Background: an optimization exercise with open tools, aiming at small area. Do not read the settings as production practice.
Only the layout flow was run in this run; the RTL was not checked for function there.
No activity file was given, so power comes from the tool's default toggle rates.

==> design/flow/design.v <==
`timescale 1ns/1ps
package wallacePkg;
	localparam int rowCount = 13;
	localparam int rowWidth = 26;
	localparam int rowShift = 2;
	localparam int productWidth = 48;
	localparam int pipeDepth = 3;
endpackage
`timescale 1ns/1ps
module fullAdder (input logic a, input logic b, input logic c, output logic s, output logic co);
	assign s = a ^ b ^ c;
	assign co = (a & b) | (a & c) | (b & c);
endmodule
module halfAdder (input logic a, input logic b, output logic s, output logic co);
	assign s = a ^ b;
	assign co = a & b;
endmodule
module earlyReducer
(
	input logic clk,
	input logic rstN,
	input logic [337:0] rows,
	input logic inValid,
	output logic [13:0] lowQ,
	output logic [67:0] pairQ,
	output logic carryQ,
	output logic earlyValid
);
	logic w1, w2, w3, w4, w5, w6, w7, w8, w9, w10, w11, w12, w13, w14, w15, w16, w17, w18, w19, w20, w21, w22, w23, w24, w25, w26, w27, w28, w29, w30, w31, w32, w33, w34, w35, w36, w37, w38, w39, w40, w41, w42, w43, w44, w45, w46, w47, w48, w49, w50, w51, w52, w53, w54, w55, w56, w57, w58, w59, w60, w61, w62, w63, w64, w65, w66, w67, w68, w69, w70, w71, w72, w73, w74, w75, w76, w77, w78, w79, w80, w81, w82, w83, w84, w85, w86, w87, w88, w89, w90, w91, w92, w93, w94, w95, w96, w97, w98, w99, w100, w101, w102, w103, w104, w105, w106, w107, w108, w109, w110, w111, w112, w113, w114, w115, w116, w117, w118, w119, w120, w121, w122, w123, w124, w125, w126, w127, w128, w129, w130, w131, w132, w133, w134, w135, w136, w137, w138, w139, w140, w141, w142, w143, w144, w145, w146, w147, w148, w149, w150, w151, w152, w153, w154, w155, w156, w157, w158, w159, w160, w161, w162, w163, w164, w165, w166, w167, w168, w169, w170, w171, w172, w173, w174, w175, w176, w177, w178, w179, w180, w181, w182, w183, w184, w185, w186, w187, w188, w189, w190, w191, w192, w193, w194, w195, w196, w197, w198, w199, w200, w201, w202, w203, w204, w205, w206, w207, w208, w209, w210, w211, w212, w213, w214, w215, w216, w217, w218, w219, w220, w221, w222, w223, w224, w225, w226, w227, w228, w229, w230, w231, w232, w233, w234, w235, w236, w237, w238, w239, w240, w241, w242, w243, w244, w245, w246, w247, w248, w249, w250, w251, w252, w253, w254, w255, w256, w257, w258, w259, w260, w261, w262, w263, w264, w265, w266, w267, w268, w269, w270, w271, w272, w273, w274, w275, w276, w277, w278, w279, w280, w281, w282, w283, w284, w285, w286, w287, w288, w289, w290, w291, w292, w293, w294, w295, w296, w297, w298, w299, w300, w301, w302, w303, w304, w305, w306, w307, w308, w309, w310, w311, w312, w313, w314, w315, w316, w317, w318, w319, w320, w321, w322, w323, w324, w325, w326, w327, w328, w329, w330, w331, w332, w333, w334, w335, w336, w337, w338, w339, w340, w341, w342, w343, w344, w345, w346, w347, w348, w349, w350, w351, w352, w353, w354, w355, w356, w357, w358, w359, w360, w361, w362, w363, w364, w365, w366, w367, w368, w369, w370, w371, w372, w373, w374, w375, w376, w377, w378, w379, w380, w381, w382, w383, w384, w385, w386, w387, w388, w389, w390, w391, w392, w393, w394, w395, w396, w397, w398, w399, w400, w401, w402, w403, w404, w405, w406, w407, w408, w409, w410, w411, w412, w413, w414, w415, w416, w417, w418, w419, w420, w421, w422, w423, w424, w425, w426, w427, w428, w429, w430, w431, w432, w433, w434, w435, w436, w437, w438, w439, w440, w441, w442, w443, w444, w445, w446, w447, w448, w449, w450, w451, w452, w453, w454, w455, w456, w457, w458, w459, w460, w461, w462, w463, w464, w465, w466, w467, w468, w469, w470, w471, w472, w473, w474, w475, w476, w477, w478, w479, w480, w481, w482, w483, w484, w485, w486, w487, w488, w489, w490, w491, w492, w493, w494, w495, w496, w497, w498, w499, w500, w501, w502, w503, w504, w505, w506, w507, w508, w509, w510, w511, w512, w513, w514, w515, w516, w517, w518, w519, w520, w521, w522, w523, w524, w525, w526, w527, w528, w529, w530, w531, w532, w533, w534, w535, w536, w537, w538, w539, w540, w541, w542, w543, w544, w545, w546, w547, w548, w549, w550, w551, w552, w553, w554, w555, w556, w557, w558, w559, w560, w561, w562, w563, w564, w565, w566, w567, w568, w569, w570, w571, w572, w573, w574, w575, w576, w577, w578, w579, w580, w581, w582, w583, w584, w585, w586, w587, w588, w589, w590, w591, w592, w593, w594, w595, w596, w597, w598;
	halfAdder uw1 (.a(rows[18]), .b(rows[42]), .s(w1), .co(w2));
	fullAdder uw3 (.a(rows[19]), .b(rows[43]), .c(rows[67]), .s(w3), .co(w4));
	fullAdder uw5 (.a(rows[20]), .b(rows[44]), .c(rows[68]), .s(w5), .co(w6));
	halfAdder uw7 (.a(rows[92]), .b(rows[116]), .s(w7), .co(w8));
	fullAdder uw9 (.a(rows[21]), .b(rows[45]), .c(rows[69]), .s(w9), .co(w10));
	fullAdder uw11 (.a(rows[93]), .b(rows[117]), .c(rows[141]), .s(w11), .co(w12));
	fullAdder uw13 (.a(rows[22]), .b(rows[46]), .c(rows[70]), .s(w13), .co(w14));
	fullAdder uw15 (.a(rows[94]), .b(rows[118]), .c(rows[142]), .s(w15), .co(w16));
	halfAdder uw17 (.a(rows[166]), .b(rows[190]), .s(w17), .co(w18));
	fullAdder uw19 (.a(rows[23]), .b(rows[47]), .c(rows[71]), .s(w19), .co(w20));
	fullAdder uw21 (.a(rows[95]), .b(rows[119]), .c(rows[143]), .s(w21), .co(w22));
	fullAdder uw23 (.a(rows[167]), .b(rows[191]), .c(rows[215]), .s(w23), .co(w24));
	fullAdder uw25 (.a(rows[24]), .b(rows[48]), .c(rows[72]), .s(w25), .co(w26));
	fullAdder uw27 (.a(rows[96]), .b(rows[120]), .c(rows[144]), .s(w27), .co(w28));
	fullAdder uw29 (.a(rows[168]), .b(rows[192]), .c(rows[216]), .s(w29), .co(w30));
	halfAdder uw31 (.a(rows[240]), .b(rows[264]), .s(w31), .co(w32));
	fullAdder uw33 (.a(rows[25]), .b(rows[49]), .c(rows[73]), .s(w33), .co(w34));
	fullAdder uw35 (.a(rows[97]), .b(rows[121]), .c(rows[145]), .s(w35), .co(w36));
	fullAdder uw37 (.a(rows[169]), .b(rows[193]), .c(rows[217]), .s(w37), .co(w38));
	fullAdder uw39 (.a(rows[241]), .b(rows[265]), .c(rows[289]), .s(w39), .co(w40));
	fullAdder uw41 (.a(rows[25]), .b(rows[50]), .c(rows[74]), .s(w41), .co(w42));
	fullAdder uw43 (.a(rows[98]), .b(rows[122]), .c(rows[146]), .s(w43), .co(w44));
	fullAdder uw45 (.a(rows[170]), .b(rows[194]), .c(rows[218]), .s(w45), .co(w46));
	fullAdder uw47 (.a(rows[242]), .b(rows[266]), .c(rows[290]), .s(w47), .co(w48));
	fullAdder uw49 (.a(rows[75]), .b(rows[99]), .c(rows[123]), .s(w49), .co(w50));
	fullAdder uw51 (.a(rows[147]), .b(rows[171]), .c(rows[195]), .s(w51), .co(w52));
	fullAdder uw53 (.a(rows[219]), .b(rows[243]), .c(rows[267]), .s(w53), .co(w54));
	assign w55 = ~rows[291];
	fullAdder uw56 (.a(rows[25]), .b(rows[51]), .c(w55), .s(w56), .co(w57));
	fullAdder uw58 (.a(rows[76]), .b(rows[100]), .c(rows[124]), .s(w58), .co(w59));
	fullAdder uw60 (.a(rows[148]), .b(rows[172]), .c(rows[196]), .s(w60), .co(w61));
	fullAdder uw62 (.a(rows[220]), .b(rows[244]), .c(rows[268]), .s(w62), .co(w63));
	fullAdder uw64 (.a(rows[101]), .b(rows[125]), .c(rows[149]), .s(w64), .co(w65));
	fullAdder uw66 (.a(rows[173]), .b(rows[197]), .c(rows[221]), .s(w66), .co(w67));
	fullAdder uw68 (.a(rows[245]), .b(rows[269]), .c(rows[293]), .s(w68), .co(w69));
	fullAdder uw70 (.a(rows[102]), .b(rows[126]), .c(rows[150]), .s(w70), .co(w71));
	fullAdder uw72 (.a(rows[174]), .b(rows[198]), .c(rows[222]), .s(w72), .co(w73));
	fullAdder uw74 (.a(rows[127]), .b(rows[151]), .c(rows[175]), .s(w74), .co(w75));
	fullAdder uw76 (.a(rows[199]), .b(rows[223]), .c(rows[247]), .s(w76), .co(w77));
	fullAdder uw78 (.a(rows[128]), .b(rows[152]), .c(rows[176]), .s(w78), .co(w79));
	fullAdder uw80 (.a(rows[153]), .b(rows[177]), .c(rows[201]), .s(w80), .co(w81));
	halfAdder uw82 (.a(rows[12]), .b(rows[36]), .s(w82), .co(w83));
	fullAdder uw84 (.a(rows[13]), .b(rows[37]), .c(rows[61]), .s(w84), .co(w85));
	fullAdder uw86 (.a(rows[14]), .b(rows[38]), .c(rows[62]), .s(w86), .co(w87));
	halfAdder uw88 (.a(rows[86]), .b(rows[110]), .s(w88), .co(w89));
	fullAdder uw90 (.a(rows[15]), .b(rows[39]), .c(rows[63]), .s(w90), .co(w91));
	fullAdder uw92 (.a(rows[87]), .b(rows[111]), .c(rows[135]), .s(w92), .co(w93));
	fullAdder uw94 (.a(rows[16]), .b(rows[40]), .c(rows[64]), .s(w94), .co(w95));
	fullAdder uw96 (.a(rows[88]), .b(rows[112]), .c(rows[136]), .s(w96), .co(w97));
	halfAdder uw98 (.a(rows[160]), .b(rows[184]), .s(w98), .co(w99));
	fullAdder uw100 (.a(rows[17]), .b(rows[41]), .c(rows[65]), .s(w100), .co(w101));
	fullAdder uw102 (.a(rows[89]), .b(rows[113]), .c(rows[137]), .s(w102), .co(w103));
	fullAdder uw104 (.a(rows[161]), .b(rows[185]), .c(rows[209]), .s(w104), .co(w105));
	fullAdder uw106 (.a(rows[66]), .b(rows[90]), .c(rows[114]), .s(w106), .co(w107));
	fullAdder uw108 (.a(rows[138]), .b(rows[162]), .c(rows[186]), .s(w108), .co(w109));
	fullAdder uw110 (.a(rows[210]), .b(rows[234]), .c(w1), .s(w110), .co(w111));
	fullAdder uw112 (.a(rows[91]), .b(rows[115]), .c(rows[139]), .s(w112), .co(w113));
	fullAdder uw114 (.a(rows[163]), .b(rows[187]), .c(rows[211]), .s(w114), .co(w115));
	fullAdder uw116 (.a(rows[235]), .b(w2), .c(w3), .s(w116), .co(w117));
	fullAdder uw118 (.a(rows[140]), .b(rows[164]), .c(rows[188]), .s(w118), .co(w119));
	fullAdder uw120 (.a(rows[212]), .b(rows[236]), .c(rows[260]), .s(w120), .co(w121));
	fullAdder uw122 (.a(w7), .b(w4), .c(w5), .s(w122), .co(w123));
	fullAdder uw124 (.a(rows[165]), .b(rows[189]), .c(rows[213]), .s(w124), .co(w125));
	fullAdder uw126 (.a(rows[237]), .b(rows[261]), .c(w8), .s(w126), .co(w127));
	fullAdder uw128 (.a(w6), .b(w9), .c(w11), .s(w128), .co(w129));
	fullAdder uw130 (.a(rows[214]), .b(rows[238]), .c(rows[262]), .s(w130), .co(w131));
	fullAdder uw132 (.a(rows[286]), .b(w17), .c(w10), .s(w132), .co(w133));
	fullAdder uw134 (.a(w12), .b(w13), .c(w15), .s(w134), .co(w135));
	fullAdder uw136 (.a(rows[239]), .b(rows[263]), .c(rows[287]), .s(w136), .co(w137));
	fullAdder uw138 (.a(w18), .b(w14), .c(w16), .s(w138), .co(w139));
	fullAdder uw140 (.a(w19), .b(w21), .c(w23), .s(w140), .co(w141));
	fullAdder uw142 (.a(rows[288]), .b(rows[312]), .c(w31), .s(w142), .co(w143));
	fullAdder uw144 (.a(w20), .b(w22), .c(w24), .s(w144), .co(w145));
	fullAdder uw146 (.a(w25), .b(w27), .c(w29), .s(w146), .co(w147));
	fullAdder uw148 (.a(rows[313]), .b(w32), .c(w26), .s(w148), .co(w149));
	fullAdder uw150 (.a(w28), .b(w30), .c(w33), .s(w150), .co(w151));
	fullAdder uw152 (.a(w35), .b(w37), .c(w39), .s(w152), .co(w153));
	fullAdder uw154 (.a(rows[314]), .b(w34), .c(w36), .s(w154), .co(w155));
	fullAdder uw156 (.a(w38), .b(w40), .c(w41), .s(w156), .co(w157));
	fullAdder uw158 (.a(w43), .b(w45), .c(w47), .s(w158), .co(w159));
	fullAdder uw160 (.a(rows[315]), .b(w42), .c(w44), .s(w160), .co(w161));
	fullAdder uw162 (.a(w46), .b(w48), .c(w49), .s(w162), .co(w163));
	assign w164 = ~w56;
	fullAdder uw165 (.a(w51), .b(w53), .c(w164), .s(w165), .co(w166));
	fullAdder uw167 (.a(rows[316]), .b(w50), .c(w52), .s(w167), .co(w168));
	fullAdder uw169 (.a(w54), .b(w58), .c(w60), .s(w169), .co(w170));
	assign w171 = ~w62;
	fullAdder uw172 (.a(rows[292]), .b(w57), .c(w171), .s(w172), .co(w173));
	assign w174 = ~rows[77];
	fullAdder uw175 (.a(rows[292]), .b(rows[317]), .c(w174), .s(w175), .co(w176));
	fullAdder uw177 (.a(w59), .b(w61), .c(w63), .s(w177), .co(w178));
	fullAdder uw179 (.a(w64), .b(w66), .c(w68), .s(w179), .co(w180));
	fullAdder uw181 (.a(rows[270]), .b(rows[294]), .c(rows[318]), .s(w181), .co(w182));
	fullAdder uw183 (.a(w65), .b(w67), .c(w69), .s(w183), .co(w184));
	assign w185 = ~rows[246];
	fullAdder uw186 (.a(w185), .b(w70), .c(w72), .s(w186), .co(w187));
	fullAdder uw188 (.a(rows[246]), .b(rows[271]), .c(rows[295]), .s(w188), .co(w189));
	fullAdder uw190 (.a(rows[319]), .b(w71), .c(w73), .s(w190), .co(w191));
	assign w192 = ~rows[103];
	fullAdder uw193 (.a(w192), .b(w74), .c(w76), .s(w193), .co(w194));
	fullAdder uw195 (.a(rows[224]), .b(rows[248]), .c(rows[272]), .s(w195), .co(w196));
	assign w197 = ~rows[200];
	fullAdder uw198 (.a(rows[296]), .b(rows[320]), .c(w197), .s(w198), .co(w199));
	fullAdder uw200 (.a(w75), .b(w77), .c(w78), .s(w200), .co(w201));
	fullAdder uw202 (.a(rows[200]), .b(rows[225]), .c(rows[249]), .s(w202), .co(w203));
	fullAdder uw204 (.a(rows[273]), .b(rows[297]), .c(rows[321]), .s(w204), .co(w205));
	assign w206 = ~rows[129];
	fullAdder uw207 (.a(w206), .b(w79), .c(w80), .s(w207), .co(w208));
	fullAdder uw209 (.a(rows[178]), .b(rows[202]), .c(rows[226]), .s(w209), .co(w210));
	fullAdder uw211 (.a(rows[250]), .b(rows[274]), .c(rows[298]), .s(w211), .co(w212));
	assign w213 = ~rows[154];
	fullAdder uw214 (.a(rows[322]), .b(w213), .c(w81), .s(w214), .co(w215));
	fullAdder uw216 (.a(rows[154]), .b(rows[179]), .c(rows[203]), .s(w216), .co(w217));
	fullAdder uw218 (.a(rows[227]), .b(rows[251]), .c(rows[275]), .s(w218), .co(w219));
	assign w220 = ~rows[155];
	fullAdder uw221 (.a(rows[299]), .b(rows[323]), .c(w220), .s(w221), .co(w222));
	fullAdder uw223 (.a(rows[180]), .b(rows[204]), .c(rows[228]), .s(w223), .co(w224));
	fullAdder uw225 (.a(rows[252]), .b(rows[276]), .c(rows[300]), .s(w225), .co(w226));
	fullAdder uw227 (.a(rows[205]), .b(rows[229]), .c(rows[253]), .s(w227), .co(w228));
	fullAdder uw229 (.a(rows[277]), .b(rows[301]), .c(rows[325]), .s(w229), .co(w230));
	fullAdder uw231 (.a(rows[206]), .b(rows[230]), .c(rows[254]), .s(w231), .co(w232));
	fullAdder uw233 (.a(rows[231]), .b(rows[255]), .c(rows[279]), .s(w233), .co(w234));
	halfAdder uw235 (.a(rows[8]), .b(rows[32]), .s(w235), .co(w236));
	fullAdder uw237 (.a(rows[9]), .b(rows[33]), .c(rows[57]), .s(w237), .co(w238));
	fullAdder uw239 (.a(rows[10]), .b(rows[34]), .c(rows[58]), .s(w239), .co(w240));
	halfAdder uw241 (.a(rows[82]), .b(rows[106]), .s(w241), .co(w242));
	fullAdder uw243 (.a(rows[11]), .b(rows[35]), .c(rows[59]), .s(w243), .co(w244));
	fullAdder uw245 (.a(rows[83]), .b(rows[107]), .c(rows[131]), .s(w245), .co(w246));
	fullAdder uw247 (.a(rows[60]), .b(rows[84]), .c(rows[108]), .s(w247), .co(w248));
	fullAdder uw249 (.a(rows[132]), .b(rows[156]), .c(w82), .s(w249), .co(w250));
	fullAdder uw251 (.a(rows[85]), .b(rows[109]), .c(rows[133]), .s(w251), .co(w252));
	fullAdder uw253 (.a(rows[157]), .b(w83), .c(w84), .s(w253), .co(w254));
	fullAdder uw255 (.a(rows[134]), .b(rows[158]), .c(rows[182]), .s(w255), .co(w256));
	fullAdder uw257 (.a(w88), .b(w85), .c(w86), .s(w257), .co(w258));
	fullAdder uw259 (.a(rows[159]), .b(rows[183]), .c(w89), .s(w259), .co(w260));
	fullAdder uw261 (.a(w87), .b(w90), .c(w92), .s(w261), .co(w262));
	fullAdder uw263 (.a(rows[208]), .b(w98), .c(w91), .s(w263), .co(w264));
	fullAdder uw265 (.a(w93), .b(w94), .c(w96), .s(w265), .co(w266));
	fullAdder uw267 (.a(w99), .b(w95), .c(w97), .s(w267), .co(w268));
	fullAdder uw269 (.a(w100), .b(w102), .c(w104), .s(w269), .co(w270));
	fullAdder uw271 (.a(w101), .b(w103), .c(w105), .s(w271), .co(w272));
	fullAdder uw273 (.a(w106), .b(w108), .c(w110), .s(w273), .co(w274));
	fullAdder uw275 (.a(w107), .b(w109), .c(w112), .s(w275), .co(w276));
	fullAdder uw277 (.a(w114), .b(w111), .c(w116), .s(w277), .co(w278));
	fullAdder uw279 (.a(w113), .b(w115), .c(w118), .s(w279), .co(w280));
	fullAdder uw281 (.a(w120), .b(w117), .c(w122), .s(w281), .co(w282));
	fullAdder uw283 (.a(w119), .b(w121), .c(w124), .s(w283), .co(w284));
	fullAdder uw285 (.a(w126), .b(w123), .c(w128), .s(w285), .co(w286));
	fullAdder uw287 (.a(w125), .b(w130), .c(w127), .s(w287), .co(w288));
	fullAdder uw289 (.a(w132), .b(w129), .c(w134), .s(w289), .co(w290));
	fullAdder uw291 (.a(w131), .b(w136), .c(w133), .s(w291), .co(w292));
	fullAdder uw293 (.a(w135), .b(w138), .c(w140), .s(w293), .co(w294));
	fullAdder uw295 (.a(w137), .b(w142), .c(w139), .s(w295), .co(w296));
	fullAdder uw297 (.a(w141), .b(w144), .c(w146), .s(w297), .co(w298));
	fullAdder uw299 (.a(w143), .b(w145), .c(w148), .s(w299), .co(w300));
	fullAdder uw301 (.a(w147), .b(w150), .c(w152), .s(w301), .co(w302));
	fullAdder uw303 (.a(w149), .b(w151), .c(w153), .s(w303), .co(w304));
	fullAdder uw305 (.a(w154), .b(w156), .c(w158), .s(w305), .co(w306));
	fullAdder uw307 (.a(w155), .b(w157), .c(w159), .s(w307), .co(w308));
	fullAdder uw309 (.a(w160), .b(w162), .c(w165), .s(w309), .co(w310));
	fullAdder uw311 (.a(w161), .b(w163), .c(w166), .s(w311), .co(w312));
	assign w313 = ~w172;
	fullAdder uw314 (.a(w167), .b(w169), .c(w313), .s(w314), .co(w315));
	fullAdder uw316 (.a(w175), .b(w168), .c(w170), .s(w316), .co(w317));
	assign w318 = ~w173;
	fullAdder uw319 (.a(w177), .b(w318), .c(w179), .s(w319), .co(w320));
	fullAdder uw321 (.a(w176), .b(w181), .c(w178), .s(w321), .co(w322));
	fullAdder uw323 (.a(w180), .b(w183), .c(w186), .s(w323), .co(w324));
	fullAdder uw325 (.a(w182), .b(w188), .c(w184), .s(w325), .co(w326));
	fullAdder uw327 (.a(w187), .b(w190), .c(w193), .s(w327), .co(w328));
	fullAdder uw329 (.a(w189), .b(w195), .c(w198), .s(w329), .co(w330));
	fullAdder uw331 (.a(w191), .b(w194), .c(w200), .s(w331), .co(w332));
	fullAdder uw333 (.a(w196), .b(w199), .c(w202), .s(w333), .co(w334));
	fullAdder uw335 (.a(w204), .b(w201), .c(w207), .s(w335), .co(w336));
	fullAdder uw337 (.a(w203), .b(w205), .c(w209), .s(w337), .co(w338));
	fullAdder uw339 (.a(w211), .b(w208), .c(w214), .s(w339), .co(w340));
	fullAdder uw341 (.a(w210), .b(w212), .c(w216), .s(w341), .co(w342));
	fullAdder uw343 (.a(w218), .b(w221), .c(w215), .s(w343), .co(w344));
	fullAdder uw345 (.a(w217), .b(w219), .c(w222), .s(w345), .co(w346));
	assign w347 = ~rows[324];
	fullAdder uw348 (.a(w347), .b(w223), .c(w225), .s(w348), .co(w349));
	fullAdder uw350 (.a(rows[324]), .b(w224), .c(w226), .s(w350), .co(w351));
	assign w352 = ~rows[181];
	fullAdder uw353 (.a(w352), .b(w227), .c(w229), .s(w353), .co(w354));
	assign w355 = ~rows[278];
	fullAdder uw356 (.a(rows[302]), .b(rows[326]), .c(w355), .s(w356), .co(w357));
	fullAdder uw358 (.a(w228), .b(w230), .c(w231), .s(w358), .co(w359));
	fullAdder uw360 (.a(rows[278]), .b(rows[303]), .c(rows[327]), .s(w360), .co(w361));
	assign w362 = ~rows[207];
	fullAdder uw363 (.a(w362), .b(w232), .c(w233), .s(w363), .co(w364));
	fullAdder uw365 (.a(rows[256]), .b(rows[280]), .c(rows[304]), .s(w365), .co(w366));
	assign w367 = ~rows[232];
	fullAdder uw368 (.a(rows[328]), .b(w367), .c(w234), .s(w368), .co(w369));
	fullAdder uw370 (.a(rows[232]), .b(rows[257]), .c(rows[281]), .s(w370), .co(w371));
	assign w372 = ~rows[233];
	fullAdder uw373 (.a(rows[305]), .b(rows[329]), .c(w372), .s(w373), .co(w374));
	fullAdder uw375 (.a(rows[258]), .b(rows[282]), .c(rows[306]), .s(w375), .co(w376));
	fullAdder uw377 (.a(rows[283]), .b(rows[307]), .c(rows[331]), .s(w377), .co(w378));
	halfAdder uw379 (.a(rows[6]), .b(rows[30]), .s(w379), .co(w380));
	fullAdder uw381 (.a(rows[7]), .b(rows[31]), .c(rows[55]), .s(w381), .co(w382));
	fullAdder uw383 (.a(rows[56]), .b(rows[80]), .c(rows[104]), .s(w383), .co(w384));
	fullAdder uw385 (.a(rows[81]), .b(rows[105]), .c(w236), .s(w385), .co(w386));
	fullAdder uw387 (.a(rows[130]), .b(w241), .c(w238), .s(w387), .co(w388));
	fullAdder uw389 (.a(w242), .b(w240), .c(w243), .s(w389), .co(w390));
	fullAdder uw391 (.a(w244), .b(w246), .c(w247), .s(w391), .co(w392));
	fullAdder uw393 (.a(w248), .b(w251), .c(w250), .s(w393), .co(w394));
	fullAdder uw395 (.a(w252), .b(w255), .c(w254), .s(w395), .co(w396));
	fullAdder uw397 (.a(w256), .b(w259), .c(w258), .s(w397), .co(w398));
	fullAdder uw399 (.a(w260), .b(w263), .c(w262), .s(w399), .co(w400));
	fullAdder uw401 (.a(w264), .b(w266), .c(w267), .s(w401), .co(w402));
	fullAdder uw403 (.a(w268), .b(w270), .c(w271), .s(w403), .co(w404));
	fullAdder uw405 (.a(w272), .b(w275), .c(w274), .s(w405), .co(w406));
	fullAdder uw407 (.a(w276), .b(w279), .c(w278), .s(w407), .co(w408));
	fullAdder uw409 (.a(w280), .b(w283), .c(w282), .s(w409), .co(w410));
	fullAdder uw411 (.a(w284), .b(w287), .c(w286), .s(w411), .co(w412));
	fullAdder uw413 (.a(w288), .b(w291), .c(w290), .s(w413), .co(w414));
	fullAdder uw415 (.a(w292), .b(w295), .c(w294), .s(w415), .co(w416));
	fullAdder uw417 (.a(w296), .b(w299), .c(w298), .s(w417), .co(w418));
	fullAdder uw419 (.a(w300), .b(w302), .c(w303), .s(w419), .co(w420));
	fullAdder uw421 (.a(w304), .b(w306), .c(w307), .s(w421), .co(w422));
	fullAdder uw423 (.a(w308), .b(w310), .c(w311), .s(w423), .co(w424));
	fullAdder uw425 (.a(w312), .b(w316), .c(w315), .s(w425), .co(w426));
	fullAdder uw427 (.a(w317), .b(w321), .c(w320), .s(w427), .co(w428));
	fullAdder uw429 (.a(w322), .b(w325), .c(w324), .s(w429), .co(w430));
	fullAdder uw431 (.a(w329), .b(w326), .c(w328), .s(w431), .co(w432));
	fullAdder uw433 (.a(w330), .b(w333), .c(w332), .s(w433), .co(w434));
	fullAdder uw435 (.a(w334), .b(w337), .c(w336), .s(w435), .co(w436));
	fullAdder uw437 (.a(w338), .b(w341), .c(w343), .s(w437), .co(w438));
	fullAdder uw439 (.a(w342), .b(w345), .c(w348), .s(w439), .co(w440));
	fullAdder uw441 (.a(w346), .b(w349), .c(w350), .s(w441), .co(w442));
	fullAdder uw443 (.a(w356), .b(w351), .c(w354), .s(w443), .co(w444));
	fullAdder uw445 (.a(w357), .b(w360), .c(w359), .s(w445), .co(w446));
	fullAdder uw447 (.a(w361), .b(w365), .c(w364), .s(w447), .co(w448));
	fullAdder uw449 (.a(w366), .b(w370), .c(w373), .s(w449), .co(w450));
	fullAdder uw451 (.a(w371), .b(w374), .c(w375), .s(w451), .co(w452));
	fullAdder uw453 (.a(rows[330]), .b(w376), .c(w377), .s(w453), .co(w454));
	assign w455 = ~rows[284];
	fullAdder uw456 (.a(rows[308]), .b(rows[332]), .c(w455), .s(w456), .co(w457));
	fullAdder uw458 (.a(rows[284]), .b(rows[309]), .c(rows[333]), .s(w458), .co(w459));
	halfAdder uw460 (.a(rows[4]), .b(rows[28]), .s(w460), .co(w461));
	fullAdder uw462 (.a(rows[5]), .b(rows[29]), .c(rows[53]), .s(w462), .co(w463));
	fullAdder uw464 (.a(rows[54]), .b(rows[78]), .c(w379), .s(w464), .co(w465));
	fullAdder uw466 (.a(rows[79]), .b(w380), .c(w381), .s(w466), .co(w467));
	fullAdder uw468 (.a(w235), .b(w382), .c(w383), .s(w468), .co(w469));
	fullAdder uw470 (.a(w384), .b(w237), .c(w385), .s(w470), .co(w471));
	fullAdder uw472 (.a(w239), .b(w386), .c(w387), .s(w472), .co(w473));
	fullAdder uw474 (.a(w245), .b(w388), .c(w389), .s(w474), .co(w475));
	fullAdder uw476 (.a(w249), .b(w390), .c(w391), .s(w476), .co(w477));
	fullAdder uw478 (.a(w392), .b(w253), .c(w393), .s(w478), .co(w479));
	fullAdder uw480 (.a(w257), .b(w394), .c(w395), .s(w480), .co(w481));
	fullAdder uw482 (.a(w261), .b(w396), .c(w397), .s(w482), .co(w483));
	fullAdder uw484 (.a(w265), .b(w398), .c(w399), .s(w484), .co(w485));
	fullAdder uw486 (.a(w269), .b(w400), .c(w401), .s(w486), .co(w487));
	fullAdder uw488 (.a(w273), .b(w402), .c(w403), .s(w488), .co(w489));
	fullAdder uw490 (.a(w404), .b(w277), .c(w405), .s(w490), .co(w491));
	fullAdder uw492 (.a(w281), .b(w406), .c(w407), .s(w492), .co(w493));
	fullAdder uw494 (.a(w285), .b(w408), .c(w409), .s(w494), .co(w495));
	fullAdder uw496 (.a(w289), .b(w410), .c(w411), .s(w496), .co(w497));
	fullAdder uw498 (.a(w293), .b(w412), .c(w413), .s(w498), .co(w499));
	fullAdder uw500 (.a(w297), .b(w414), .c(w415), .s(w500), .co(w501));
	fullAdder uw502 (.a(w301), .b(w416), .c(w417), .s(w502), .co(w503));
	fullAdder uw504 (.a(w305), .b(w418), .c(w419), .s(w504), .co(w505));
	fullAdder uw506 (.a(w309), .b(w420), .c(w421), .s(w506), .co(w507));
	fullAdder uw508 (.a(w314), .b(w422), .c(w423), .s(w508), .co(w509));
	fullAdder uw510 (.a(w319), .b(w424), .c(w425), .s(w510), .co(w511));
	fullAdder uw512 (.a(w323), .b(w426), .c(w427), .s(w512), .co(w513));
	fullAdder uw514 (.a(w327), .b(w428), .c(w429), .s(w514), .co(w515));
	fullAdder uw516 (.a(w331), .b(w430), .c(w431), .s(w516), .co(w517));
	fullAdder uw518 (.a(w335), .b(w432), .c(w433), .s(w518), .co(w519));
	fullAdder uw520 (.a(w339), .b(w434), .c(w435), .s(w520), .co(w521));
	fullAdder uw522 (.a(w340), .b(w436), .c(w437), .s(w522), .co(w523));
	fullAdder uw524 (.a(w344), .b(w439), .c(w438), .s(w524), .co(w525));
	fullAdder uw526 (.a(w353), .b(w440), .c(w441), .s(w526), .co(w527));
	fullAdder uw528 (.a(w358), .b(w442), .c(w443), .s(w528), .co(w529));
	fullAdder uw530 (.a(w363), .b(w444), .c(w445), .s(w530), .co(w531));
	fullAdder uw532 (.a(w368), .b(w446), .c(w447), .s(w532), .co(w533));
	fullAdder uw534 (.a(w369), .b(w449), .c(w448), .s(w534), .co(w535));
	assign w536 = ~rows[330];
	fullAdder uw537 (.a(w536), .b(w450), .c(w451), .s(w537), .co(w538));
	assign w539 = ~rows[259];
	fullAdder uw540 (.a(w539), .b(w452), .c(w453), .s(w540), .co(w541));
	fullAdder uw542 (.a(w378), .b(w456), .c(w454), .s(w542), .co(w543));
	assign w544 = ~rows[285];
	fullAdder uw545 (.a(w544), .b(w457), .c(w458), .s(w545), .co(w546));
	assign w547 = ~rows[310];
	fullAdder uw548 (.a(rows[334]), .b(w547), .c(w459), .s(w548), .co(w549));
	assign w550 = rows[310] ^ rows[311] ^ rows[335];
	halfAdder uw551 (.a(rows[2]), .b(rows[26]), .s(w551), .co(w552));
	fullAdder uw553 (.a(rows[3]), .b(rows[27]), .c(w552), .s(w553), .co(w554));
	fullAdder uw555 (.a(rows[52]), .b(w460), .c(w554), .s(w555), .co(w556));
	fullAdder uw557 (.a(w461), .b(w462), .c(w556), .s(w557), .co(w558));
	halfAdder uw559 (.a(w463), .b(w464), .s(w559), .co(w560));
	halfAdder uw561 (.a(w465), .b(w466), .s(w561), .co(w562));
	halfAdder uw563 (.a(w467), .b(w468), .s(w563), .co(w564));
	halfAdder uw565 (.a(w469), .b(w470), .s(w565), .co(w566));
	halfAdder uw567 (.a(w471), .b(w472), .s(w567), .co(w568));
	halfAdder uw569 (.a(w473), .b(w474), .s(w569), .co(w570));
	halfAdder uw571 (.a(w475), .b(w476), .s(w571), .co(w572));
	halfAdder uw573 (.a(w477), .b(w478), .s(w573), .co(w574));
	assign w575 = w560 | (w559 & w558);
	assign w576 = w564 | (w563 & w562);
	assign w577 = w563 & w561;
	assign w578 = w568 | (w567 & w566);
	assign w579 = w567 & w565;
	assign w580 = w572 | (w571 & w570);
	assign w581 = w571 & w569;
	assign w582 = w576 | (w577 & w575);
	assign w583 = w580 | (w581 & w578);
	assign w584 = w581 & w579;
	assign w585 = w583 | (w584 & w582);
	assign w586 = w578 | (w579 & w582);
	assign w587 = w562 | (w561 & w575);
	assign w588 = w566 | (w565 & w582);
	assign w589 = w570 | (w569 & w586);
	assign w590 = w574 | (w573 & w585);
	assign w591 = w559 ^ w558;
	assign w592 = w561 ^ w575;
	assign w593 = w563 ^ w587;
	assign w594 = w565 ^ w582;
	assign w595 = w567 ^ w588;
	assign w596 = w569 ^ w586;
	assign w597 = w571 ^ w589;
	assign w598 = w573 ^ w585;
	always_ff @(posedge clk) begin
		lowQ[0] <= rows[0];
		lowQ[1] <= rows[1];
		lowQ[2] <= w551;
		lowQ[3] <= w553;
		lowQ[4] <= w555;
		lowQ[5] <= w557;
		lowQ[6] <= w591;
		lowQ[7] <= w592;
		lowQ[8] <= w593;
		lowQ[9] <= w594;
		lowQ[10] <= w595;
		lowQ[11] <= w596;
		lowQ[12] <= w597;
		lowQ[13] <= w598;
		pairQ[0] <= w479;
		pairQ[1] <= w480;
		pairQ[2] <= w481;
		pairQ[3] <= w482;
		pairQ[4] <= w483;
		pairQ[5] <= w484;
		pairQ[6] <= w485;
		pairQ[7] <= w486;
		pairQ[8] <= w487;
		pairQ[9] <= w488;
		pairQ[10] <= w489;
		pairQ[11] <= w490;
		pairQ[12] <= w491;
		pairQ[13] <= w492;
		pairQ[14] <= w493;
		pairQ[15] <= w494;
		pairQ[16] <= w495;
		pairQ[17] <= w496;
		pairQ[18] <= w497;
		pairQ[19] <= w498;
		pairQ[20] <= w499;
		pairQ[21] <= w500;
		pairQ[22] <= w501;
		pairQ[23] <= w502;
		pairQ[24] <= w503;
		pairQ[25] <= w504;
		pairQ[26] <= w505;
		pairQ[27] <= w506;
		pairQ[28] <= w507;
		pairQ[29] <= w508;
		pairQ[30] <= w509;
		pairQ[31] <= w510;
		pairQ[32] <= w511;
		pairQ[33] <= w512;
		pairQ[34] <= w513;
		pairQ[35] <= w514;
		pairQ[36] <= w515;
		pairQ[37] <= w516;
		pairQ[38] <= w517;
		pairQ[39] <= w518;
		pairQ[40] <= w519;
		pairQ[41] <= w520;
		pairQ[42] <= w521;
		pairQ[43] <= w522;
		pairQ[44] <= w523;
		pairQ[45] <= w524;
		pairQ[46] <= w525;
		pairQ[47] <= w526;
		pairQ[48] <= w527;
		pairQ[49] <= w528;
		pairQ[50] <= w529;
		pairQ[51] <= w530;
		pairQ[52] <= w531;
		pairQ[53] <= w532;
		pairQ[54] <= w533;
		pairQ[55] <= w534;
		pairQ[56] <= w535;
		pairQ[57] <= w537;
		pairQ[58] <= w538;
		pairQ[59] <= w540;
		pairQ[60] <= w541;
		pairQ[61] <= w542;
		pairQ[62] <= w543;
		pairQ[63] <= w545;
		pairQ[64] <= w546;
		pairQ[65] <= w548;
		pairQ[66] <= w549;
		pairQ[67] <= w550;
		carryQ <= w590;
	end
	always_ff @(posedge clk or negedge rstN) begin
		if (!rstN) begin
			earlyValid <= 1'b0;
		end else begin
			earlyValid <= inValid;
		end
	end
endmodule
`timescale 1ns/1ps
module lateReducer
(
	input logic clk,
	input logic rstN,
	input logic [13:0] lowQ,
	input logic [67:0] pairQ,
	input logic carryQ,
	input logic earlyValid,
	output logic [47:0] sumQ,
	output logic pairValid
);
	logic l1, l2, l3, l4, l5, l6, l7, l8, l9, l10, l11, l12, l13, l14, l15, l16, l17, l18, l19, l20, l21, l22, l23, l24, l25, l26, l27, l28, l29, l30, l31, l32, l33, l34, l35, l36, l37, l38, l39, l40, l41, l42, l43, l44, l45, l46, l47, l48, l49, l50, l51, l52, l53, l54, l55, l56, l57, l58, l59, l60, l61, l62, l63, l64, l65, l66, l67, l68, l69, l70, l71, l72, l73, l74, l75, l76, l77, l78, l79, l80, l81, l82, l83, l84, l85, l86, l87, l88, l89, l90, l91, l92, l93, l94, l95, l96, l97, l98, l99, l100, l101, l102, l103, l104, l105, l106, l107, l108, l109, l110, l111, l112, l113, l114, l115, l116, l117, l118, l119, l120, l121, l122, l123, l124, l125, l126, l127, l128, l129, l130, l131, l132, l133, l134, l135, l136, l137, l138, l139, l140, l141, l142, l143, l144, l145, l146, l147, l148, l149, l150, l151, l152, l153, l154, l155, l156, l157, l158, l159, l160, l161, l162, l163, l164, l165, l166, l167, l168, l169, l170, l171, l172, l173, l174, l175, l176, l177, l178, l179, l180, l181, l182, l183, l184, l185, l186, l187, l188, l189, l190;
	halfAdder ul1 (.a(pairQ[0]), .b(pairQ[1]), .s(l1), .co(l2));
	halfAdder ul3 (.a(pairQ[2]), .b(pairQ[3]), .s(l3), .co(l4));
	halfAdder ul5 (.a(pairQ[4]), .b(pairQ[5]), .s(l5), .co(l6));
	halfAdder ul7 (.a(pairQ[6]), .b(pairQ[7]), .s(l7), .co(l8));
	halfAdder ul9 (.a(pairQ[8]), .b(pairQ[9]), .s(l9), .co(l10));
	halfAdder ul11 (.a(pairQ[10]), .b(pairQ[11]), .s(l11), .co(l12));
	halfAdder ul13 (.a(pairQ[12]), .b(pairQ[13]), .s(l13), .co(l14));
	halfAdder ul15 (.a(pairQ[14]), .b(pairQ[15]), .s(l15), .co(l16));
	halfAdder ul17 (.a(pairQ[16]), .b(pairQ[17]), .s(l17), .co(l18));
	halfAdder ul19 (.a(pairQ[18]), .b(pairQ[19]), .s(l19), .co(l20));
	halfAdder ul21 (.a(pairQ[20]), .b(pairQ[21]), .s(l21), .co(l22));
	halfAdder ul23 (.a(pairQ[22]), .b(pairQ[23]), .s(l23), .co(l24));
	halfAdder ul25 (.a(pairQ[24]), .b(pairQ[25]), .s(l25), .co(l26));
	halfAdder ul27 (.a(pairQ[26]), .b(pairQ[27]), .s(l27), .co(l28));
	halfAdder ul29 (.a(pairQ[28]), .b(pairQ[29]), .s(l29), .co(l30));
	halfAdder ul31 (.a(pairQ[30]), .b(pairQ[31]), .s(l31), .co(l32));
	halfAdder ul33 (.a(pairQ[32]), .b(pairQ[33]), .s(l33), .co(l34));
	halfAdder ul35 (.a(pairQ[34]), .b(pairQ[35]), .s(l35), .co(l36));
	halfAdder ul37 (.a(pairQ[36]), .b(pairQ[37]), .s(l37), .co(l38));
	halfAdder ul39 (.a(pairQ[38]), .b(pairQ[39]), .s(l39), .co(l40));
	halfAdder ul41 (.a(pairQ[40]), .b(pairQ[41]), .s(l41), .co(l42));
	halfAdder ul43 (.a(pairQ[42]), .b(pairQ[43]), .s(l43), .co(l44));
	halfAdder ul45 (.a(pairQ[44]), .b(pairQ[45]), .s(l45), .co(l46));
	halfAdder ul47 (.a(pairQ[46]), .b(pairQ[47]), .s(l47), .co(l48));
	halfAdder ul49 (.a(pairQ[48]), .b(pairQ[49]), .s(l49), .co(l50));
	halfAdder ul51 (.a(pairQ[50]), .b(pairQ[51]), .s(l51), .co(l52));
	halfAdder ul53 (.a(pairQ[52]), .b(pairQ[53]), .s(l53), .co(l54));
	halfAdder ul55 (.a(pairQ[54]), .b(pairQ[55]), .s(l55), .co(l56));
	halfAdder ul57 (.a(pairQ[56]), .b(pairQ[57]), .s(l57), .co(l58));
	halfAdder ul59 (.a(pairQ[58]), .b(pairQ[59]), .s(l59), .co(l60));
	halfAdder ul61 (.a(pairQ[60]), .b(pairQ[61]), .s(l61), .co(l62));
	halfAdder ul63 (.a(pairQ[62]), .b(pairQ[63]), .s(l63), .co(l64));
	halfAdder ul65 (.a(pairQ[64]), .b(pairQ[65]), .s(l65), .co(l66));
	assign l67 = pairQ[66] ^ ~pairQ[67];
	assign l68 = pairQ[66] & ~pairQ[67];
	assign l69 = l2 | (l1 & carryQ);
	assign l70 = l6 | (l5 & l4);
	assign l71 = l5 & l3;
	assign l72 = l10 | (l9 & l8);
	assign l73 = l9 & l7;
	assign l74 = l14 | (l13 & l12);
	assign l75 = l13 & l11;
	assign l76 = l18 | (l17 & l16);
	assign l77 = l17 & l15;
	assign l78 = l22 | (l21 & l20);
	assign l79 = l21 & l19;
	assign l80 = l26 | (l25 & l24);
	assign l81 = l25 & l23;
	assign l82 = l30 | (l29 & l28);
	assign l83 = l29 & l27;
	assign l84 = l34 | (l33 & l32);
	assign l85 = l33 & l31;
	assign l86 = l38 | (l37 & l36);
	assign l87 = l37 & l35;
	assign l88 = l42 | (l41 & l40);
	assign l89 = l41 & l39;
	assign l90 = l46 | (l45 & l44);
	assign l91 = l45 & l43;
	assign l92 = l50 | (l49 & l48);
	assign l93 = l49 & l47;
	assign l94 = l54 | (l53 & l52);
	assign l95 = l53 & l51;
	assign l96 = l58 | (l57 & l56);
	assign l97 = l57 & l55;
	assign l98 = l62 | (l61 & l60);
	assign l99 = l61 & l59;
	assign l100 = l66 | (l65 & l64);
	assign l101 = l65 & l63;
	assign l102 = l70 | (l71 & l69);
	assign l103 = l74 | (l75 & l72);
	assign l104 = l75 & l73;
	assign l105 = l78 | (l79 & l76);
	assign l106 = l79 & l77;
	assign l107 = l82 | (l83 & l80);
	assign l108 = l83 & l81;
	assign l109 = l86 | (l87 & l84);
	assign l110 = l87 & l85;
	assign l111 = l90 | (l91 & l88);
	assign l112 = l91 & l89;
	assign l113 = l94 | (l95 & l92);
	assign l114 = l95 & l93;
	assign l115 = l98 | (l99 & l96);
	assign l116 = l99 & l97;
	assign l117 = l103 | (l104 & l102);
	assign l118 = l107 | (l108 & l105);
	assign l119 = l108 & l106;
	assign l120 = l111 | (l112 & l109);
	assign l121 = l112 & l110;
	assign l122 = l115 | (l116 & l113);
	assign l123 = l116 & l114;
	assign l124 = l118 | (l119 & l117);
	assign l125 = l122 | (l123 & l120);
	assign l126 = l123 & l121;
	assign l127 = l125 | (l126 & l124);
	assign l128 = l120 | (l121 & l124);
	assign l129 = l105 | (l106 & l117);
	assign l130 = l109 | (l110 & l124);
	assign l131 = l113 | (l114 & l128);
	assign l132 = l72 | (l73 & l102);
	assign l133 = l76 | (l77 & l117);
	assign l134 = l80 | (l81 & l129);
	assign l135 = l84 | (l85 & l124);
	assign l136 = l88 | (l89 & l130);
	assign l137 = l92 | (l93 & l128);
	assign l138 = l96 | (l97 & l131);
	assign l139 = l100 | (l101 & l127);
	assign l140 = l4 | (l3 & l69);
	assign l141 = l8 | (l7 & l102);
	assign l142 = l12 | (l11 & l132);
	assign l143 = l16 | (l15 & l117);
	assign l144 = l20 | (l19 & l133);
	assign l145 = l24 | (l23 & l129);
	assign l146 = l28 | (l27 & l134);
	assign l147 = l32 | (l31 & l124);
	assign l148 = l36 | (l35 & l135);
	assign l149 = l40 | (l39 & l130);
	assign l150 = l44 | (l43 & l136);
	assign l151 = l48 | (l47 & l128);
	assign l152 = l52 | (l51 & l137);
	assign l153 = l56 | (l55 & l131);
	assign l154 = l60 | (l59 & l138);
	assign l155 = l64 | (l63 & l127);
	assign l156 = l68 | (l67 & l139);
	assign l157 = l1 ^ carryQ;
	assign l158 = l3 ^ l69;
	assign l159 = l5 ^ l140;
	assign l160 = l7 ^ l102;
	assign l161 = l9 ^ l141;
	assign l162 = l11 ^ l132;
	assign l163 = l13 ^ l142;
	assign l164 = l15 ^ l117;
	assign l165 = l17 ^ l143;
	assign l166 = l19 ^ l133;
	assign l167 = l21 ^ l144;
	assign l168 = l23 ^ l129;
	assign l169 = l25 ^ l145;
	assign l170 = l27 ^ l134;
	assign l171 = l29 ^ l146;
	assign l172 = l31 ^ l124;
	assign l173 = l33 ^ l147;
	assign l174 = l35 ^ l135;
	assign l175 = l37 ^ l148;
	assign l176 = l39 ^ l130;
	assign l177 = l41 ^ l149;
	assign l178 = l43 ^ l136;
	assign l179 = l45 ^ l150;
	assign l180 = l47 ^ l128;
	assign l181 = l49 ^ l151;
	assign l182 = l51 ^ l137;
	assign l183 = l53 ^ l152;
	assign l184 = l55 ^ l131;
	assign l185 = l57 ^ l153;
	assign l186 = l59 ^ l138;
	assign l187 = l61 ^ l154;
	assign l188 = l63 ^ l127;
	assign l189 = l65 ^ l155;
	assign l190 = l67 ^ l139;
	always_ff @(posedge clk) begin
		sumQ[13:0] <= lowQ;
		sumQ[14] <= l157;
		sumQ[15] <= l158;
		sumQ[16] <= l159;
		sumQ[17] <= l160;
		sumQ[18] <= l161;
		sumQ[19] <= l162;
		sumQ[20] <= l163;
		sumQ[21] <= l164;
		sumQ[22] <= l165;
		sumQ[23] <= l166;
		sumQ[24] <= l167;
		sumQ[25] <= l168;
		sumQ[26] <= l169;
		sumQ[27] <= l170;
		sumQ[28] <= l171;
		sumQ[29] <= l172;
		sumQ[30] <= l173;
		sumQ[31] <= l174;
		sumQ[32] <= l175;
		sumQ[33] <= l176;
		sumQ[34] <= l177;
		sumQ[35] <= l178;
		sumQ[36] <= l179;
		sumQ[37] <= l180;
		sumQ[38] <= l181;
		sumQ[39] <= l182;
		sumQ[40] <= l183;
		sumQ[41] <= l184;
		sumQ[42] <= l185;
		sumQ[43] <= l186;
		sumQ[44] <= l187;
		sumQ[45] <= l188;
		sumQ[46] <= l189;
		sumQ[47] <= l190;
	end
	always_ff @(posedge clk or negedge rstN) begin
		if (!rstN) begin
			pairValid <= 1'b0;
		end else begin
			pairValid <= earlyValid;
		end
	end
endmodule
`timescale 1ns/1ps
module finalAdder
(
	input logic clk,
	input logic rstN,
	input logic [47:0] sumQ,
	input logic pairValid,
	output logic [47:0] product,
	output logic outValid
);
	always_ff @(posedge clk) begin
		product <= sumQ;
	end
	always_ff @(posedge clk or negedge rstN) begin
		if (!rstN) begin
			outValid <= 1'b0;
		end else begin
			outValid <= pairValid;
		end
	end
endmodule
`timescale 1ns/1ps
module wallaceTree
(
	input logic clk,
	input logic rstN,
	input logic [337:0] rows,
	input logic inValid,
	output logic [47:0] product,
	output logic outValid
);
	logic [13:0] lowQ;
	logic [67:0] pairQ;
	logic carryQ;
	logic earlyValid;
	logic [47:0] sumQ;
	logic pairValid;
	earlyReducer uEarly (
		.clk(clk),
		.rstN(rstN),
		.rows(rows),
		.inValid(inValid),
		.lowQ(lowQ),
		.pairQ(pairQ),
		.carryQ(carryQ),
		.earlyValid(earlyValid)
	);
	lateReducer uLate (
		.clk(clk),
		.rstN(rstN),
		.lowQ(lowQ),
		.pairQ(pairQ),
		.carryQ(carryQ),
		.earlyValid(earlyValid),
		.sumQ(sumQ),
		.pairValid(pairValid)
	);
	finalAdder uFinal (
		.clk(clk),
		.rstN(rstN),
		.sumQ(sumQ),
		.pairValid(pairValid),
		.product(product),
		.outValid(outValid)
	);
endmodule
==> design/flow/flow/run.sh <==
#!/bin/bash
# Standard layout with smaller port buffers and no CTS dummy loads.
export BUFFER_PORTS_ARGS="-buffer_cell sky130_fd_sc_hd__buf_1"
export CTS_ARGS="-sink_clustering_enable -repair_clock_nets -dont_use_dummy_load -buf_list {sky130_fd_sc_hd__clkbuf_4 sky130_fd_sc_hd__clkbuf_8} -sink_clustering_size 30 -sink_clustering_max_diameter 100"
bash standard.sh > standard.log 2>&1
status=$?
tail -20 standard.log
exit $status
==> design/flow/standard.sh <==
#!/bin/bash
# synth_recipe.tcl (not shown) runs the flow's synth.tcl, then flattens the netlist and writes it again
# the make line also repeats each setting of config.mk as NAME=value (left out here)
make -C /OpenROAD-flow-scripts/flow DESIGN_CONFIG=/design/flow/config.mk WORK_HOME=/design/flow/orfs CLKGATE_MAP_FILE= SYNTH_SCRIPT=/design/flow/synth_recipe.tcl "${@:-finish}"
==> design/flow/config.mk <==
export PLATFORM = sky130hd
export DESIGN_NAME = wallaceTree
export DESIGN_NICKNAME = wallaceTree
export VERILOG_FILES = /design/flow/design.v
export SDC_FILE = /design/flow/constraint.sdc
export NUM_CORES = 4
export LEC_CHECK = 0
export CAP_MARGIN = 20
export CORE_MARGIN = 2
export CORE_UTILIZATION = 30
export SLEW_MARGIN = 20
export SYNTH_HIERARCHICAL = 1
==> design/flow/constraint.sdc <==
create_clock -name core_clock -period 3.0 [get_ports {clk}]
set_input_delay 0.6000 -clock core_clock [delete_from_list [all_inputs] [get_ports {clk}]]
set_output_delay 0.6000 -clock core_clock [all_outputs]
set_load 0.01 [all_outputs]
==> summary.txt <==
## metrics by stage
| step | power, mW | std cells |
|---|---|---|
| after floorplan | 8.22 | 675 |
| after global placement | 10.3 | 1535 |
| after detailed placement | 10.4 | 1535 |
| after CTS | 11.9 | 1556 |
| after global routing | 12.9 | 1556 |
| final | 11.6 | 1556 |
## sequential cells by signal (all words and copies together), names as in the netlist
| signal | flops |
|---|---|
| uEarly.lowQ | 14 |
| uEarly.pairQ | 68 |
| uFinal.product | 48 |
| uEarly.carryQ | 1 |
| uLate.pairValid | 1 |
| uLate.sumQ | 48 |
| uFinal.outValid | 1 |
| uEarly.earlyValid | 1 |
## cell type report
class / count / area (um2)
Fill cell: 3458 / 22100
Multi-Input combinational cell: 462 / 7010
Sequential cell: 182 / 3660
Timing Repair Buffer: 403 / 1580
Tap cell: 461 / 577
Clock buffer: 17 / 234
Inverter: 31 / 116
## Yosys cell counts
master	count	area, um2
fa_1	255	5100
dfxtp_1	179	3580
ha_1	75	938
inv_1	30	113
nor2_1	24	90.1
xnor2_1	21	184
a21oi_1	19	95.1
nand2_1	13	48.8
a21o_1	10	75.1
o21ai_0	6	30.0
o21bai_1	5	37.5
or2_2	4	25.0
dfrtp_1	3	75.1
nand3_1	3	15.0
nor3_1	3	15.0
nand4_1	2	12.5
o211ai_1	2	15.0
a2111oi_2	1	15.0
a21o_2	1	8.76
a221oi_2	1	15.0
a31o_2	1	8.76
a31oi_2	1	12.5
a32oi_1	1	8.76
a41o_1	1	10.0
and3_1	1	6.26
and4_1	1	8.76
inv_2	1	3.75
nand2b_1	1	6.26
nor2_2	1	6.26
nor2b_1	1	6.26
o211ai_2	1	12.5
o21a_1	1	7.51
o21ai_1	1	5.00
o31ai_1	1	7.51
o41ai_2	1	16.3
or2_4	1	8.76
or3b_1	1	8.76
xor2_1	1	8.76
## modules after synthesis, one instance, submodules excluded, a selection
module,cells inside,flops+latches
earlyReducer,132,84
finalAdder,49,49
fullAdder,1,0
halfAdder,1,0
lateReducer,186,49
## cells by family (layout without fill, tap and decap cells)
logic type,after synthesis,in the layout,synth area share
xor gates and xnor gates,22,22,0.0181
and+or+nand+nor,56,56,0.0242
buffers and inverters,31,451,0.0109
DFF,182,182,0.344
AOI/OAI and AO/OA,54,54,0.0357
adders and majority gates,330,330,0.568
## what timing repair did
action,in CTS,in global routing
hold buffers,1,0
resized for setup,6,5
setup endpoints to repair,3,5
buffers inserted,3,0
pin swaps,6,6
cloned,0,0
hold endpoints to repair,3,0
## power groups by stage
stage	registers, mW	logic (mW)	clock network [mW]
finish	4.06	6.29	1.25
global route	4.18	7.31	1.43
floorplan	4.16	4.06	0
global placement	4.12	6.21	0
detailed placement	4.14	6.30	0
CTS	4.09	6.45	1.34
## metal layers
| metal | global-route usage | vias to the layer above | wire, um |
|---|---|---|---|
| li1 | - | 2998 | - |
| met1 | 0.147 | 3154 | 8750 |
| met2 | 0.235 | 270 | 12500 |
| met3 | 0.0324 | 30 | 1790 |
| met4 | 0.0505 | 0 | 546 |
| met5 | 0 | - | 0 |
## how the worst max path moves through the flow
| stage | startpoint | end | slack [ns] | cells after the start |
|---|---|---|---|---|
| floorplan | rows[108] | uEarly.carryQ$_DFF_P_ | -0.14 | 9 |
| global placement | rows[108] | uEarly.carryQ$_DFF_P_ | -0.34 | 10 |
| detailed placement | rows[108] | uEarly.carryQ$_DFF_P_ | -0.33 | 10 |
| CTS | uEarly.pairQ[0]$_DFF_P_ | uLate.sumQ[44]$_DFF_P_ | 0.003 | 15 |
| global route | uEarly.pairQ[1]$_DFF_P_ | uLate.sumQ[44]$_DFF_P_ | -0.0001 | 15 |
| finish | rows[108] | uEarly.carryQ$_DFF_P_ | 0.14 | 10 |
## worst register-to-register path, stage by stage (launching register included)
cell and delay (ns):
dfxtp_1 0.36, ha_4 0.20, ha_2 0.17, o211ai_1 0.25, a21oi_2 0.13, o211ai_4 0.28
buf_4 0.16, buf_4 0.09, nand2_1 0.10, a31o_4 0.27, a21o_1 0.17, a21o_1 0.17
ha_1 0.17, nor2_1 0.12, xnor2_1 0.12
==> key figures <==
Run status
  • Outcome: timing/DRC/antenna clean

Floorplan
  • Starting density of the core: 0.302
  • Die area: approximately 37000 um2
  • FP Rows: around 70
  • Die Wd: slightly below 200 um
  • Die Span Y: approximately 190 um
  • I/O Pins: just under 400
  • Core area: around 35000 um2

Min path
  • Hold wc startpoint: rows[1]
  • WHS Endpoint: uEarly.lowQ[1]$_DFF_P_
  • Cell count of the worst hold path: 1
  • Worst min-delay path category: input port to flip-flop

Pwr
  • Logic gate share of total power: 0.542
  • Pleak: about 5.2 nW
  • VDD IR max: ~0.0005 V
  • Power Dens Cells: around 880 nW/um2
  • Flop pwr share: 0.350
  • Psw: ~4.4 mW
  • Sw Share: 0.378
  • Clock network fraction of total power: 0.108
  • Int Pwr: between 7 and 8 mW

Clocking
  • Max Root-Sink Buffers: 2
  • Clk latency of the worst-skew pair: approximately 0.46 ns
  • CTS buffer count: 17
  • CTS tree: built
  • Htree depth: 4
  • CTS sink cnt: ~180
  • CTS clk-pin slew, worst paths: around 0.090 ns
  • Root Buffer: clkbuf_8

STA
  • Fin crit period: roughly 2.9 ns
  • Worst-margin pin slew: about 0.49 ns
  • Rel. slew slack: 0.667
  • Fmax: approximately 0.35 GHz
  • Clock skew: about 0.042 ns
  • Slack of the critical path: approximately 0.14 ns
  • Tcrit/Tclk final: 0.955
  • Count of final max-slew check failures: 0
  • Hold Fails Final Rpt: 0
  • Hold_ws: ~0.23 ns
  • Setup TNS: 0 ns
  • # setup viols final: 0

Cells and area
  • Final Core Density: 0.374
  • Fin area: ~13000 um2
  • Final nets: around 1.8k
  • Inserted Diodes: 0
  • Share of layout cells above drive strength 1: 0.0676
  • Most frequent cells in the layout: buf_1 (387), fa_1 (237), dfxtp_1 (178)
  • Commonest non-fill, non-tap cell in the layout: buf_1
  • Area Growth Syn to Fin: 23.7%

GRT
  • Antenna violations before repair: 0
  • Largest net degree at the start of global routing: 20
  • Vias in the first global route: between 7k and 8k
  • Remaining Overflow, GRT: 0
  • Total global-route track usage: 0.130
  • First-pass GRT wire length: ~35000 um

Setup path
  • Required time worst endpoint: 3.34 ns
  • RR Startpoint: uEarly.pairQ[1]$_DFF_P_
  • Worst path max stage delay: about 0.58 ns
  • WS Path Type: input port to flip-flop
  • Critical Path AT: roughly 3.2 ns
  • Worst setup EP type: flip-flop
  • Slowest-stage cell, CP: fa_1
  • CP top delay family: adder cells
  • Reg2reg end: uLate.sumQ[36]$_DFF_P_
  • CP most frequent cell: fa_1
  • CP cell instances: buf_1, fa_1, fa_1, fa_1, ha_4, a21oi_2, o21a_1, o31ai_1, ha_2, or2_4
  • Worst R2R Path Depth: 14
  • Setup slack, reg-to-reg: between 0.15 and 0.2 ns
  • Number of buffers and inverters on the critical path: 1
  • Critical path peak fanout: 3
  • Critical path launch point type: input port

Synth
  • Syn_nets: 1346
  • Mapped Cells: roughly 680
  • Unique masters post-synth: 38
  • Mapped Area: between 10000 and 15000 um2
  • Seq/Total Area, Yosys: 0.344
  • #FFs+latches synth: between 150 and 200
  • Synth Area per Inst: roughly 16 um2
  • Yosys Warn Count: 9

Place
  • HPWL Detailed: about 22000 um
  • Buffers on Ports: 387
  • Post-Place Cell Area: between 10000 and 15000 um2
  • Dpl ws: -0.326 ns
  • GPL Wtd Cong: about 0.84

Detailed routing
  • 1st-pass router iterations: 4
  • Via count: roughly 6.5k
  • Final ANT Viol Nets: 0
  • DR iter-0 viols: 108
  • WL final: roughly 24000 um
  • Post-route DRC violation count: 0
  • Vias per cell: a little over 4
  • WL/cell: between 15 and 20 um

Run
  • Max Cap Viol: 0

[separate check: timing with driven ports]
The results above use ideal ports. As a check the final layout listed here was re-extracted and re-timed, cells and wires unchanged. Step 1 sets driving cells, clkbuf_16 on the clock port and buf_2 on the other inputs (assumed; they add their load-dependent delay and slew). Step 2, shift: input delay + t, output delay - t, t = (earliest + latest rising clock arrival at the registers) / 2. This alone moves slack from input paths to output paths. a / b / c = ideal / step 1 / step 2; a / b = the first two.
t (ns): 0.488
slack for setup (ns): 0.135 / 0.157 / -0.331
hold WS [ns]: 0.234 / 0.226 / 0.316
cell pins on the clock port's net: 1
With both steps, setup timing fails in this run, where it was met with ideal ports. For this run, drivers alone change the setup slack by +0.022 ns; drivers and shift together by -0.466 ns.
